This design comes from an exercise in tuning for small area on the open sky130 flow, not from production work. The RTL was checked by simulation tests, not by an equivalence proof against the original design. Power figures rest on the tool's default switching activity, not on a simulated workload.

## before
// npu_ctrl
module npu_ctrl #(
    parameter int unsigned N     = 4,
    parameter int unsigned KTAPS = 3
) (
    input  logic        clk,
    input  logic        rst_n,
    input  logic        npu_start_matrix_mul,
    input  logic        npu_start_conv,
    output logic        npu_done,
    output logic        busy,
    input  logic [63:0] a_base,
    input  logic [63:0] b_base,
    input  logic [63:0] c_base,
    output logic        mem_req,
    output logic        mem_we,
    output logic [63:0] mem_addr,
    output logic [63:0] mem_wdata,
    input  logic        mem_ready,
    input  logic        mem_rvalid,
    input  logic [63:0] mem_rdata
);
    localparam logic [1:0] S_IDLE = 2'd0, S_RUN = 2'd1, S_WR = 2'd2, S_FIX = 2'd3;
    logic [1:0]  st_q;
    logic        conv_q;         
    logic [3:0]  e_q;            
    logic [5:0]  t_q;            
    logic [2:0]  p_q;            
    logic [2:0]  pi_q;           
    logic [1:0]  out_q;          
    logic        bit0_q, bit1_q;  
    logic [63:0] acc_q;
    logic        cy_q;           
    logic [63:0] ab_q, bb_q, cb_q;
    wire run  = (st_q == S_RUN);
    wire wr   = (st_q == S_WR);
    wire idle = (st_q == S_IDLE);
    wire       ty_r     = p_q[1];
    wire       p_last   = p_q[2] & p_q[1] & (p_q[0] | conv_q);
    wire [2:0] p_step   = (conv_q & p_q[2]) ? 3'd2 : 3'd1;
    wire       resp_end = p_last & (t_q == 6'd63);
    wire       o        = out_q[0];
    wire       ty_i     = pi_q[1];
    wire [1:0] k_i      = {pi_q[2], pi_q[0]};
    wire [2:0] pi_step  = (conv_q & pi_q[2]) ? 3'd2 : 3'd1;
    wire       rd_req   = run & ~out_q[1] & ~(o & resp_end);
    wire       rd_acc   = rd_req & mem_ready;
    wire [1:0] ei = e_q[3:2];
    wire [1:0] ej = e_q[1:0];
    logic [3:0] off;
    always_comb begin
        if (wr)        off = e_q;
  ...
==> flow/config.mk <==
export PLATFORM = sky130hd
export DESIGN_NAME = npu_ctrl
export DESIGN_NICKNAME = npu_ctrl
export VERILOG_FILES = /design/flow/design.v
export SDC_FILE = /design/flow/constraint.sdc
export NUM_CORES = 4
export LEC_CHECK = 0
export CAP_MARGIN = 20
export CORE_MARGIN = 2
export CORE_UTILIZATION = 40
export SLEW_MARGIN = 20
export SYNTH_HIERARCHICAL = 1
export SYNTH_MINIMUM_KEEP_SIZE = 0
==> flow/constraint.sdc <==
create_clock -name core_clock -period 20.0 [get_ports {clk}]
set_input_delay 4.0000 -clock core_clock [delete_from_list [all_inputs] [get_ports {clk}]]
set_output_delay 4.0000 -clock core_clock [all_outputs]
set_load 0.01 [all_outputs]
standard.sh (not shown) runs the stock make flow with config.mk's settings and CLKGATE_MAP_FILE= SYNTH_SCRIPT=/design/flow/synth_recipe.tcl, a recipe that flattens the netlist after the stock synthesis.
==> flow/flow/run.sh <==
#!/bin/bash
set -euo pipefail
bash standard.sh \
  "BUFFER_PORTS_ARGS=-buffer_cell sky130_fd_sc_hd__buf_1" \
  "CTS_ARGS=-sink_clustering_enable -repair_clock_nets -dont_use_dummy_load -sink_clustering_size 28 -sink_clustering_max_diameter 120 -buf_list {sky130_fd_sc_hd__clkbuf_8 sky130_fd_sc_hd__clkbuf_16} -root_buf sky130_fd_sc_hd__clkbuf_8 -tree_buf sky130_fd_sc_hd__clkbuf_8 -sink_clustering_buffer sky130_fd_sc_hd__clkbuf_16" \
  finish > standard_flow.log 2>&1
#### Input delta (after over before)
==> flow/flow/run.sh <==
#!/bin/bash
set -euo pipefail
bash standard.sh \
  "BUFFER_PORTS_ARGS=-buffer_cell sky130_fd_sc_hd__buf_1" \
  "CTS_ARGS=-sink_clustering_enable -repair_clock_nets -dont_use_dummy_load -sink_clustering_size 28 -sink_clustering_max_diameter 120 -buf_list {sky130_fd_sc_hd__clkbuf_16}" \
  finish > standard_flow.log 2>&1
[summary]
- Against before, after comes in 1 lower on antenna cell count.
- Post-route clock period utilization sits lower in after than in before.
- Diff before -> after: setup slack climbed 0.040 ns; power up 0.015 mW; transition at the pin with the smallest max-transition slack moved down; global placer's final weighted congestion ~0 delta; share of total power consumed by net switching now sits lower.
- Diff before -> after | sum of met3 wire segment lengths after detailed routing | down by a little under 10%
- after vs before: areal power density over the cells up
- after finished every stage and its layout cleared the timing, DRC and antenna checks.
- Routed wire length essentially unchanged between after and before.

-- re-timing with driven ports --
Ports are ideal in the flow. The routed layouts listed here were re-timed in OpenROAD.
Step 1 assumes that a clkbuf_16 drives the clock port and a buf_2 every other input.
Step 2 also shifts input and output timing later by t, the mid clock arrival at the registers, as if the neighbouring blocks saw the same clock.
a / b / c = ideal / step 1 / step 2; a / b = the first two.
run	shift t [ns]	setup slack, ns	worst hold slack (ns)	slew at the worst register clock pin (ns)
before	0.581	1.098 / 1.049 / 1.630	0.512 / 0.512 / 0.512	0.11 / 0.11
after	0.534	1.139 / 1.088 / 1.622	0.512 / 0.512 / 0.512	0.11 / 0.11
After both steps setup and hold are still met in every run listed.
